Source: an optimization exercise on an open RTL-to-GDS flow (aim: small area, a short achievable clock period and few clock cycles). Production flows keep margins and buffers that such runs may drop.
Only simulation tests tie the RTL to the original design; equivalence was not proved.

==> flow/design.v <==
package mips_defs;
    typedef enum logic [2:0] {
        MD_NONE  = 3'd0,
        MD_MULT  = 3'd1,
        MD_MULTU = 3'd2,
        MD_DIV   = 3'd3,
        MD_DIVU  = 3'd4,
        MD_MTHI  = 3'd5,
        MD_MTLO  = 3'd6
    } md_op_e;
    typedef enum logic {
        MD_IDLE = 1'b0,
        MD_RUN  = 1'b1
    } md_state_e;
endpackage
module md_clz32 (
    input  logic [31:0] x,
    output logic [5:0]  n
);
    always_comb begin
        n = 6'd32;
        for (int i = 0; i < 32; i++)
            if (x[i]) n = 6'(31 - i);
    end
endmodule
module md_div4 (
    input  logic [31:0] r_in,
    input  logic [31:0] q_in,
    input  logic [31:0] d,
    output logic [31:0] r_out,
    output logic [31:0] q_out
);
    always_comb begin
        logic [31:0] r, q;
        logic [32:0] t;
        r = r_in;
        q = q_in;
        for (int i = 0; i < 4; i++) begin
            t = {r, q[31]} - {1'b0, d};
            if (!t[32]) r = t[31:0];
            else        r = {r[30:0], q[31]};
            q = {q[30:0], !t[32]};
        end
        r_out = r;
        q_out = q;
    end
endmodule
module md_unit
#(
    parameter int MULT_CYCLES = 5,
    parameter int DIV_CYCLES  = 10
) (
    input  logic        clk,
    input  logic        reset,
    input  logic        start,
    input  logic        cancel,
    input  logic [2:0]  op,
    input  logic [31:0] a,
    input  logic [31:0] b,
    output logic        busy,
    output logic [31:0] hi,
    output logic [31:0] lo
);
    logic [31:0] ra, rb;         
    logic        first;          
    logic        isdiv;
    logic        sg;             
    logic        an, bn;         
    logic [2:0]  cnt;            
    logic accept, mul_op, div_op;
    assign accept = start && !cancel && !busy;
    assign mul_op = (op == 3'd1) || (op == 3'd2);
    assign div_op = (op == 3'd3) || (op == 3'd4);
    function automatic logic [2:0] nchunks(input logic [31:0] x, input logic s);
        logic [32:0] e;
        e = {s & x[31], x};
        if ((&e[32:7]) | !(|e[32:7]))        nchunks = 3'd1;
        else if ((&e[32:15]) | !(|e[32:15])) nchunks = 3'd2;
        else if ((&e[32:23]) | !(|e[32:23])) nchunks = 3'd3;
        else if (e[32] == e[31])             nchunks = 3'd4;
        else                                 nchunks = 3'd5;
    endfunction
    logic [2:0]  na, nb, nm;
    logic        swap;
    assign na   = nchunks(ra, sg);
    assign nb   = nchunks(rb, sg);
    assign swap = na < nb;
    assign nm   = swap ? na : nb;
    logic        a_neg, b_neg;
    logic [31:0] a_mag, b_mag;
    assign a_neg = sg & ra[31];
    assign b_neg = sg & rb[31];
    assign a_mag = a_neg ? -ra : ra;
    assign b_mag = b_neg ? -rb : rb;
    logic [5:0] lza, lzb;
    md_clz32 u_lza (.x(a_mag), .n(lza));
    md_clz32 u_lzb (.x(b_mag), .n(lzb));
    logic signed [7:0] need;
    assign need = 8'(lzb) - 8'(lza) + 8'd1;
    logic       dquick;      
    logic [2:0] dbytes;      
    assign dquick = need <= 8'sd0;
    assign dbytes = 3'((need + 8'sd7) >>> 3);
    logic [31:0] sh_in;
    logic [1:0]  sh;
    logic [63:0] sh_out;
    assign sh_in  = isdiv ? a_mag : (swap ? ra : rb);
    assign sh     = isdiv ? 2'(3'd4 - dbytes) : 2'(3'd4 - nm);
    assign sh_out = {32'd0, sh_in} << {sh, 3'b000};
    logic [31:0] xm;             
    logic [31:0] ycur;           
    logic        n5;             
    logic signed [8:0]  bch;     
    logic [63:0] acc_in, acc_out;
    logic signed [32:0] xe;
    logic signed [41:0] prod;
    assign n5     = first & (nm == 3'd5);
    assign xm     = first ? (swap ? rb : ra) : ra;
    assign ycur   = first ? (n5 ? (swap ? ra : rb) : sh_out[31:0]) : rb;
    assign bch    = n5 ? 9'sd1 : ({ycur[31], ycur[31:24]} + {8'd0, ycur[23]});
    assign xe     = {sg & xm[31], xm};
    assign prod   = xe * bch;
    assign acc_in = first ? 64'd0 : {hi, lo};
    assign acc_out = {acc_in[55:0], 8'd0} + {{22{prod[41]}}, prod};
    logic [31:0] dr_in, dq_in, dd, dr_out, dq_out;
    assign dr_in = first ? sh_out[63:32] : hi;
    assign dq_in = first ? sh_out[31:0]  : rb;
    assign dd    = first ? b_mag : ra;
    md_div4 u_div (.r_in(dr_in), .q_in(dq_in), .d(dd), .r_out(dr_out), .q_out(dq_out));
    logic [31:0] rem_f, quo_f;
    assign rem_f = an ? -dr_out : dr_out;
    assign quo_f = (an ^ bn) ? -dq_out : dq_out;
    always_ff @(posedge clk) begin
        if (reset) begin
            busy <= 1'b0;
            hi   <= '0;
            lo   <= '0;
        end else if (!busy) begin
            if (accept) begin
                if (op == 3'd5) hi <= a;
                if (op == 3'd6) lo <= a;
                if (mul_op || (div_op && b != 32'd0)) busy <= 1'b1;
            end
        end else if (!isdiv) begin
            {hi, lo} <= acc_out;
            if (first ? (nm == 3'd1) : (cnt == 3'd0)) busy <= 1'b0;
        end else if (first && dquick) begin
            hi   <= ra;
            lo   <= '0;
            busy <= 1'b0;
        end else if (!first && cnt == 3'd0) begin
            hi   <= rem_f;
            lo   <= quo_f;
            busy <= 1'b0;
        end else begin
            hi <= dr_out;
        end
    end
    always_ff @(posedge clk) begin
        if (!busy) begin
            ra    <= a;
            rb    <= b;
            first <= 1'b1;
            isdiv <= div_op;
            sg    <= (op == 3'd1) || (op == 3'd3);
        end else begin
            first <= 1'b0;
            if (!isdiv) begin
                ra  <= xm;
                rb  <= n5 ? ycur : {ycur[23:0], 8'd0};
                cnt <= first ? (n5 ? 3'd3 : 3'(nm - 3'd2)) : 3'(cnt - 3'd1);
            end else begin
                if (first) begin
                    ra  <= b_mag;
                    an  <= a_neg;
                    bn  <= b_neg;
                    cnt <= 3'({dbytes, 1'b0} - 4'd2);
                end else begin
                    cnt <= cnt - 3'd1;
                end
                rb <= dq_out;
            end
        end
    end
endmodule
==> flow/run.sh <==
#!/bin/bash
# synth_recipe.tcl (not shown) runs the flow's synth.tcl, then flattens the netlist and writes it again
# the make line also repeats each setting of config.mk as NAME=value (left out here)
make -C /OpenROAD-flow-scripts/flow DESIGN_CONFIG=/design/flow/config.mk WORK_HOME=/design/flow/orfs CLKGATE_MAP_FILE= SYNTH_SCRIPT=/design/flow/synth_recipe.tcl finish
==> flow/config.mk <==
export PLATFORM = sky130hd
export DESIGN_NAME = md_unit
export DESIGN_NICKNAME = md_unit
export VERILOG_FILES = /design/flow/design.v
export SDC_FILE = /design/flow/constraint.sdc
export NUM_CORES = 4
export LEC_CHECK = 0
export CAP_MARGIN = 50
export CORE_MARGIN = 2
export CORE_UTILIZATION = 40
export SLEW_MARGIN = 85
==> flow/constraint.sdc <==
create_clock -name core_clock -period 100.0 [get_ports {clk}]
set_input_delay 20.0000 -clock core_clock [delete_from_list [all_inputs] [get_ports {clk}]]
set_output_delay 20.0000 -clock core_clock [all_outputs]
set_load 0.01 [all_outputs]
==> key figures, run 1 <==
Run status
  – Status: complete, no violations

Worst setup path
  – CP Class: flip-flop to flip-flop
  – CP Data Required Time: 100.39 ns
  – Startpoint Class: flip-flop
  – WP data arrival: 39.70 ns
  – Largest stage delay on the critical path: roughly 0.62 ns
  – Most common cell type on the critical path: clkdlybuf4s50_1
  – Crit-path slowest cell: fa_2
  – Critical Path End Type: flip-flop
  – Crit path max fanout: 20

Clock network
  – CTS hold repair buffers: 0
  – Num CTS Buffers: 17
  – TritonCTS clock tree: yes
  – TritonCTS sink count: 137
  – H-Tree Depth: 4
  – CTS max path bufs: 2
  – Clock-pin slew on the worst setup and hold paths: 0.08 ns
  – Root Buffer: clkbuf_16
  – Post-cts resize count: 0
  – # Post-CTS Setup Buffers: 0
  – Clk latency of the worst-skew pair: 0.54 ns

Logic synthesis
  – Post-synthesis register bit count: 137
  – Post-Syn Area: 0.0353 mm2
  – Syn_area_per_cell: about 7.2 um2
  – Sequential share of the synthesized area: 7.96%
  – Asr flop ratio synth: 0%
  – Synth warn: 3
  – Top cell type's share of synthesized area: 13.9%
  – Most numerous cell in the Yosys netlist: nand2_1
  – Number of synthesized flops with an enable pin: 7
  – Most frequent cells after synthesis: 645 x nand2_1, 529 x nor2_1, 414 x a21oi_1
  – Synth cell types: slightly above 100
  – Top post-synthesis cells by area: fa_1 14%, ha_1 10%, dfxtp_1 7.4%, nand2_1 6.8%, a21oi_1 5.9%
  – Most used DFF post-synth: dfxtp_1
  – Post-Syn Instances: between 4,000 and 5,000
  – Largest area contributor in the netlist: fa_1
  – Syn_nets: 5,489

Timing
  – Period utilisation layout: 39.3%
  – RSZ-0062 raised after global routing: false
  – Slew @ Worst Pin: 0.380 ns
  – Period minus WS final: 39.31 ns
  – Final Slew Violations: 0
  – FMAX: 25.4 MHz
  – Final hold vios: 0
  – # setup viols final: 0
  – Total negative slack: 0 ns
  – Normalized max-slew margin: 74.7%
  – Clock Skew: 0.0395 ns

Place
  – Placed inst area: 0.0556 mm2
  – Placer congestion estimate: 1.05
  – DP Wirelength: roughly 180,000 um
  – Number of port buffers: roughly 140

Final layout
  – Utilization after layout: between 60% and 70%
  – Number of fill cells: between 6,000 and 7,000
  – Area added between synthesis and finish: 69.6%
  – Multi-input gate area: 0.0419 mm2
  – Sequential cell area: around 0.0030 mm2
  – Layout cells sized above 1: approximately two fifths
  – Post-Layout Inst Area: ~0.06 mm2
  – Layout net count: approximately 6,600

GRT
  – Grt peak-use layer: met2
  – Grt ovf: 0
  – Largest net degree at the start of global routing: 27
  – M3 GR Usage: 19.2%
  – Tot GR Track Use: 45.6%
  – GRT met2 Usage: 62.5%
  – First-pass GRT wire length: ~300,000 um
  – Vias in the first global route: 44,400
  – Met1 GRT Util: around 58%
  – Initial antenna violation count: 16

Worst hold path
  – Type of the worst min-delay path: flip-flop to flip-flop

Route
  – Drt pass-1 iters: 13
  – Final WL: 218,000 um
  – DR DRC count: 0
  – Starting DRC count in detailed routing: 6,276
  – Via density: 6.46
  – Vias: 46,600
  – Number of nets with antenna violations after routing: 0
  – Post-DR wirelength/cell: roughly 30 um

Floorplanning
  – Total die area: 0.0908 mm2
  – Chip width: 301 um
  – IO Pins: between 100 and 150
  – Initial Util: between 40% and 50%
  – Core Rows: 109
  – DIE HEIGHT: 301 um
  – Core area: roughly 0.088 mm2

Run
  – Maxcap violations: 0
==> metal layers <==
metal,vias to the layer above,part of all wire (%)
li1,19500,-
met1,22600,37
met2,3497,39
met3,1007,15
met4,10,8.6
met5,-,0.081
==> area by class of cell <==
type / count / share of cell area (%)
clock buffers: 19 / 0.774
multi-input cells: 4151 / 69.8
inverters: 328 / 2.14
repair buffers: 1397 / 19.5
diodes: 6 / 0.0250
clock inverters: 13 / 0.207
flip-flops and latches: 137 / 5.05
well taps: 1165 / 2.43
==> state kept, by name, indices dropped and copies added (netlist names) <==
| name | count |
|---|---|
| rb | 32 |
| busy | 1 |
| ra | 32 |
| an | 1 |
| bn | 1 |
| lo | 32 |
| sg | 1 |
| hi | 32 |
| isdiv | 1 |
| first | 1 |
| cnt | 3 |
==> placed cells by master (no fill, tap or decap), drive strengths merged, types with 43 or more instances in the layout <==
master         count
buf              833
nand2            645
nor2             531
clkdlybuf4s50    421
a21oi            415
inv              335
ha               288
o21ai            259
fa               245
xnor2            214
a21o             141
dfxtp            130
xor2             122
nand3            104
nor3             102
nor2b             94
clkbuf            91
mux2i             84
a211oi            71
a31oi             65
mux2              57
nand2b            51
o21bai            43
==> path summary, 6_finish.rpt <==
kind / depth (start not counted) / slack (ns) / end / startpoint
worst min-delay path: 2 / 0.47 / lo[19] / lo[19]
worst max-delay path: 141 / 60.69 / lo[0] / ra[3]
worst max register to register: 141 / 60.69 / lo[0] / ra[3]
worst min register to register: 2 / 0.47 / lo[19] / lo[19]
==> kinds of logic (layout without fill, tap and decap cells) <==
kind of cell             count (synthesis)  in the layout  share of synthesized area, %
flip-flops                             137            137                          7.96
XOR/XNOR                               337            337                          8.39
multiplexers                           160            160                          5.42
AO/OA/AOI/OAI                         1364           1364                          25.1
adder cells (fa/ha/maj)                533            533                          24.1
other                                    0              6                             0
buffers and inverters                  597           1757                          6.52
AND/OR/NAND/NOR                       1757           1757                          22.6
==> through the flow <==
step,worst slack [ns],hold slack [ns],instances
floorplan,78.04,0.484,4885
global placement,74.22,0.463,6053
detailed placement,66.85,0.462,7067
CTS,66.71,0.476,7099
global route,59.59,0.502,7210
finish,60.69,0.473,7216
==> critical path: cells and delay by family, from the launching register on <==
family | cells | cell delay [ns]
fa+ha+maj | 7 | 2.54
simple gates | 18 | 2.77
xor+xnor | 3 | 0.86
compound gates | 36 | 6.70
flops | 1 | 0.42
buf+inv | 76 | 25.60
mux | 1 | 0.19
Testbench counts, summed over its fixed seeds: cycles 71,343.
==> run 2, diff against run 1 <==
--- a/flow/config.mk
+++ b/flow/config.mk
@@ -8,4 +8,4 @@
 export CAP_MARGIN = 50
 export CORE_MARGIN = 2
 export CORE_UTILIZATION = 40
-export SLEW_MARGIN = 85
+export SLEW_MARGIN = 70
==> run 2 against run 1 <==
Against the previous run:
- sequential share of layout area increased by 1.8 points
- setup slack better by 15 ns
- die area unchanged
- clock skew down 0.0048 ns
- fmax is 61% higher
- synthesized cell count stayed put
- final cell count down 15%
- via count decreased by 14%
- routed wire length down 11%
- register-to-register slack better by 15 ns
- critical path depth fell by 45
- critical endpoint is now hi[29]
- largest cell class unchanged
==> key figures, run 2 <==
Clock network
  – Post-cts resize count: 0
  – Num CTS Buffers: 17
  – CTS hold repair buffers: 0
  – H-Tree Depth: 4
  – # Post-CTS Setup Buffers: 0
  – Root Buffer: clkbuf_16
  – TritonCTS clock tree: yes
  – TritonCTS sink count: 137
  – Clock-pin slew on the worst setup and hold paths: 0.07 ns
  – CTS max path bufs: 2
  – Clk latency of the worst-skew pair: roughly 0.52 ns

Timing
  – Period minus WS final: 24.40 ns
  – FMAX: 41.0 MHz
  – Total negative slack: 0 ns
  – Final Slew Violations: 0
  – Slew @ Worst Pin: between 0.5 and 0.6 ns
  – # setup viols final: 0
  – Clock Skew: 0.0347 ns
  – RSZ-0062 raised after global routing: false
  – Period utilisation layout: 24.4%
  – Final hold vios: 0
  – Normalized max-slew margin: approximately two thirds

Logic synthesis
  – Syn_nets: 5,489
  – Asr flop ratio synth: 0%
  – Top cell type's share of synthesized area: ~14%
  – Synth warn: 3
  – Syn_area_per_cell: between 7 and 8 um2
  – Post-Syn Instances: 4,885
  – Largest area contributor in the netlist: fa_1
  – Sequential share of the synthesized area: 7.96%
  – Most used DFF post-synth: dfxtp_1
  – Number of synthesized flops with an enable pin: 7
  – Post-synthesis register bit count: about 140
  – Synth cell types: 101
  – Top post-synthesis cells by area: fa_1 14%, ha_1 10%, dfxtp_1 7.4%, nand2_1 6.8%, a21oi_1 5.9%
  – Post-Syn Area: roughly 0.035 mm2
  – Most numerous cell in the Yosys netlist: nand2_1
  – Most frequent cells after synthesis: 645 x nand2_1, 529 x nor2_1, 414 x a21oi_1

Worst setup path
  – Most common cell type on the critical path: o21ai_0
  – CP Data Required Time: 100.38 ns
  – CP Class: flip-flop to flip-flop
  – WP data arrival: between 20 and 25 ns
  – Startpoint Class: flip-flop
  – Crit path max fanout: 52
  – Reg-to-reg startpoint: ra[1]
  – Crit-path slowest cell: mux4_2
  – Setup crit start: ra[1]
  – Largest stage delay on the critical path: 0.63 ns
  – Critical Path End Type: flip-flop

Route
  – Starting DRC count in detailed routing: 5,542
  – Final WL: 195,000 um
  – Number of nets with antenna violations after routing: 0
  – Post-DR wirelength/cell: around 32 um
  – Drt pass-1 iters: 9
  – Vias: a little over 40,000
  – Via density: 6.54
  – DR DRC count: 0

Worst hold path
  – HP Start: lo[19]
  – Type of the worst min-delay path: flip-flop to flip-flop

GRT
  – Vias in the first global route: 37,600
  – Grt ovf: 0
  – First-pass GRT wire length: 275,000 um
  – Initial antenna violation count: 17
  – Largest net degree at the start of global routing: 73
  – Tot GR Track Use: 42.1%

Floorplanning
  – Core area: 0.0880 mm2
  – Chip width: approximately 300 um
  – IO Pins: 136
  – Total die area: a little over 0.09 mm2
  – Initial Util: 40.2%
  – Core Rows: 109
  – DIE HEIGHT: 301 um

Final layout
  – Post-Layout Inst Area: 0.0417 mm2
  – Area added between synthesis and finish: 18.0%
  – Commonest non-fill, non-tap cell in the layout: nand2_1
  – Number of fill cells: 8,972
  – Commonest non-fill, non-tap cells in the layout: 637 x nand2_1, 502 x nor2_1, 369 x a21oi_1
  – Layout cells sized above 1: 14.5%
  – Layout net count: 5,573

Place
  – Placed inst area: just over 0.04 mm2
  – DP Wirelength: 157,000 um
  – Placer congestion estimate: 1.05
  – Number of port buffers: 135

Run status
  – Status: complete, no violations

Run
  – Maxcap violations: 0
==> run 2: cell counts after synthesis <==
No cell type changed its count.
==> run 2: final cells by class <==
type,instances,area (um2),share of cell area [%]
well taps,1165,1460,3.49
diodes,4,10.0,0.0240
clock buffers,20,458,1.10
repair buffers,334,3090,7.41
clock inverters,12,163,0.390
inverters,328,1240,2.97
flip-flops and latches,137,2870,6.87
multi-input cells,4151,32400,77.7
==> run 2: path summary, 6_finish.rpt <==
check                 to  slack, ns  cells past startpoint
setup / recovery  hi[29]      75.60                     96
hold / removal    lo[19]       0.48                      2
setup reg to reg  hi[29]      75.60                     96
hold reg to reg   lo[19]       0.48                      2
==> run 2: cells by family after synthesis <==
family,Yosys count,share of synthesized area (%)
fa+ha+maj,533,24.1
buf+inv,597,6.52
flops,137,7.96
mux,160,5.42
xor+xnor,337,8.39
simple gates,1757,22.6
compound gates,1364,25.1
==> run 2: stage by stage <==
stage | cells | util (%) | hold slack, ns | worst slack [ns]
after CTS | 6139 | 46.8 | 0.480 | 75.98
after detailed placement | 6107 | 46.0 | 0.468 | 76.13
after global routing | 6147 | 47.4 | 0.508 | 74.38
final | 6151 | 47.4 | 0.476 | 75.60
after floorplan | 4885 | - | 0.484 | 78.04
after global placement | 6053 | 43.5 | 0.463 | 74.22
==> run 2: critical path, delay by kind of cell (launching register included) <==
kind / cells / cell delay (ns)
mux: 4 / 1.40
flops: 1 / 0.58
simple gates: 16 / 3.01
buf+inv: 14 / 3.52
compound gates: 50 / 11.94
xor+xnor: 3 / 0.73
fa+ha+maj: 9 / 2.99
==> run 2: routing by layer <==
metal	vias up	track usage (%)	routed length [um]
li1	17400	-	-
met1	19500	56.7	77100
met2	2762	57.6	75600
met3	565	16.1	29100
met4	20	22.0	12700
met5	-	0	280
==> run 3, diff against run 2 <==
--- a/flow/config.mk
+++ b/flow/config.mk
@@ -5,7 +5,7 @@
 export SDC_FILE = /design/flow/constraint.sdc
 export NUM_CORES = 4
 export LEC_CHECK = 0
-export CAP_MARGIN = 50
+export CAP_MARGIN = 20
 export CORE_MARGIN = 2
 export CORE_UTILIZATION = 40
-export SLEW_MARGIN = 70
+export SLEW_MARGIN = 20
==> run 3 against run 2 <==
Against the previous run:
- sequential share of layout area up 0.38 points
- still clean on timing, DRC and antenna
- area after synthesis unchanged
- setup slack worse by 3.3 ns
- register-to-register slack worse by 3.3 ns
- first-iteration DRC count down 1.9%
- critical path type unchanged
==> key figures, run 3 <==
Worst setup path
  – Critical Path End Type: flip-flop
  – Startpoint Class: flip-flop
  – WP data arrival: 27.99 ns
  – CP Data Required Time: 100.34 ns
  – Reg2reg path depth: 96
  – CP Class: flip-flop to flip-flop
  – Crit path max fanout: 52
  – Crit-path slowest cell: edfxtp_1
  – Largest stage delay on the critical path: around 0.83 ns

GRT
  – Tot GR Track Use: 41.6%
  – Vias in the first global route: between 30,000 and 40,000
  – Largest net degree at the start of global routing: 73
  – Grt ovf: 0
  – First-pass GRT wire length: 271,000 um
  – Initial antenna violation count: 15

Timing
  – Period utilisation layout: 27.7%
  – Slew @ Worst Pin: 1.23 ns
  – Normalized max-slew margin: about 17%
  – Final Slew Violations: 0
  – Total negative slack: 0 ns
  – RSZ-0062 raised after global routing: false
  – Hold slack: 0.478 ns
  – # setup viols final: 0
  – Clock Skew: 0.0145 ns
  – Final setup margin: 72.34 ns
  – Period minus WS final: 27.66 ns
  – Final hold vios: 0
  – FMAX: 36.2 MHz

Route
  – Post-DR wirelength/cell: roughly 32 um
  – Via density: between 6 and 7
  – Final WL: 193,000 um
  – Number of nets with antenna violations after routing: 0
  – Drt pass-1 iters: 8
  – DR DRC count: 0
  – Vias: around 40,000
  – DRT met1 WL: 78,000 um
  – Starting DRC count in detailed routing: 5,436
  – WL met2: 74,800 um
  – Met3 WL: 27,300 um
  – Highest Signal Layer: met5

Final layout
  – Area added between synthesis and finish: 10.0%
  – Sequential cell area: approximately 0.0028 mm2
  – Layout cells sized above 1: 7.13%
  – Layout net count: 5,513
  – Multi-input gate area: ~0.03 mm2
  – Post-Layout Inst Area: roughly 0.039 mm2
  – Utilization after layout: between 40% and 50%
  – Commonest non-fill, non-tap cell in the layout: nand2_1
  – Number of fill cells: 9,152
  – Final Non-Filler Cells: 6,094
  – Commonest non-fill, non-tap cells in the layout: 642 x nand2_1, 524 x nor2_1, 402 x a21oi_1

Logic synthesis
  – Synth Area in Simple Gates: 22.6%
  – Asr flop ratio synth: 0%
  – Mux cell area share after synthesis: 5.42%
  – Synth cell types: around 100
  – Most used DFF post-synth: dfxtp_1
  – Post-Syn Area: 0.0353 mm2
  – Top cell type's share of synthesized area: 13.9%
  – Synth warn: 3
  – Main combinational cell family by area after synthesis: compound AO/OA/AOI/OAI gates
  – Sequential share of the synthesized area: 7.96%
  – Post-synthesis compound-gate area fraction: 25.1%
  – Most frequent cells after synthesis: 645 x nand2_1, 529 x nor2_1, 414 x a21oi_1
  – Post-Synth XOR/XNOR Area: 8.39%
  – Top post-synthesis cells by area: fa_1 14%, ha_1 10%, dfxtp_1 7.4%, nand2_1 6.8%, a21oi_1 5.9%
  – Syn_nets: 5,489
  – Post-Syn Instances: 4,885
  – Number of synthesized flops with an enable pin: 7
  – Syn_area_per_cell: 7.24 um2
  – Synth Area in Adders: 24.1%
  – Most numerous cell in the Yosys netlist: nand2_1
  – Post-synthesis register bit count: between 100 and 150
  – Largest area contributor in the netlist: fa_1

Run status
  – Status: complete, no violations

Floorplanning
  – Total die area: 0.0908 mm2
  – Core area: 0.0880 mm2
  – IO Pins: roughly 140
  – Chip width: 301 um
  – Initial Util: 40.2%
  – Core Rows: 109
  – DIE HEIGHT: 301 um

Place
  – DP Wirelength: approximately 150,000 um
  – Number of port buffers: 135
  – Pre-CTS WS: 73.50 ns
  – Placer congestion estimate: 1.05
  – Placed inst area: 0.0383 mm2
  – # placed instances: between 6,000 and 7,000

Clock network
  – TritonCTS clock tree: yes
  – # Post-CTS Setup Buffers: 0
  – Root Buffer: clkbuf_16
  – CTS hold repair buffers: 0
  – Post-cts resize count: 0
  – Clock-pin slew on the worst setup and hold paths: about 0.08 ns
  – H-Tree Depth: 4
  – TritonCTS sink count: 137
  – Num CTS Buffers: 17
  – CTS max path bufs: 2
  – Clk latency of the worst-skew pair: 0.51 ns

Worst hold path
  – Type of the worst min-delay path: flip-flop to flip-flop
  – Hold Path Cell Cnt: 2

Run
  – Maxcap violations: 0
-- run 3: cell counts after synthesis --
Identical to the previous run, type by type.
-- run 3: area by class of cell --
| type | count | share of cell area, % |
|---|---|---|
| clock inverter | 14 | 0.351 |
| antenna | 7 | 0.0450 |
| timing repair buffer | 274 | 6.14 |
| multi-input combinational | 4151 | 78.2 |
| tap | 1165 | 3.75 |
| inverter | 328 | 3.17 |
| sequential | 137 | 7.25 |
| clock buffer | 18 | 1.13 |
-- run 3: routing by layer --
layer | up-vias | global-route usage [%]
met5 | - | 0
met3 | 527 | 15.4
met1 | 19300 | 56.0
met4 | 6 | 22.8
li1 | 17300 | -
met2 | 2639 | 56.7
-- run 3: path summary, 6_finish.rpt --
path | from | end | slack, ns
max | sg | hi[30] | 72.34
min | lo[19] | lo[19] | 0.48
max reg2reg | sg | hi[30] | 72.34
min reg2reg | lo[19] | lo[19] | 0.48
-- run 3: cells by family after synthesis --
group	Yosys count
compound gates	1364
xor+xnor	337
flops	137
simple gates	1757
fa+ha+maj	533
mux	160
buf+inv	597
-- run 3: worst max-delay path: cells and delay by family, from the launching register on --
kind	cells	cell delay [ns]
compound gates	53	13.56
xor+xnor	3	0.51
fa+ha+maj	9	2.89
buf+inv	11	3.92
flops	1	0.83
mux	3	0.87
simple gates	17	4.77

[separate check: timing with driven ports]
No port has a modelled driver above. Below, the same layouts with a new extraction and two added sets of constraints. Step 1: set_driving_cell puts a clkbuf_16 on clk and a buf_2 on each other input, an assumption about the parent block. Step 2 adds t to the input delays and takes it off the output delays; t is the mean of the earliest and latest rising clock arrival at the registers after step 1. Input paths then give back, and output paths get back, about the clock's delay inside the block. Slacks: no drivers / after step 1 / after step 2; pairs: no drivers / after step 1.
run	shift t [ns]	slack for setup (ns)	hold slack, ns	worst setup path after step 2	pins driven straight from the clock port
run 1	0.587	60.690 / 60.690 / 60.690	0.473 / 0.473 / 0.473	register to register	1
run 2	0.569	75.603 / 75.603 / 75.603	0.476 / 0.476 / 0.476	register to register	1
run 3	0.566	72.345 / 72.345 / 72.345	0.478 / 0.478 / 0.478	register to register	1
After both steps setup and hold are still met in every run listed.
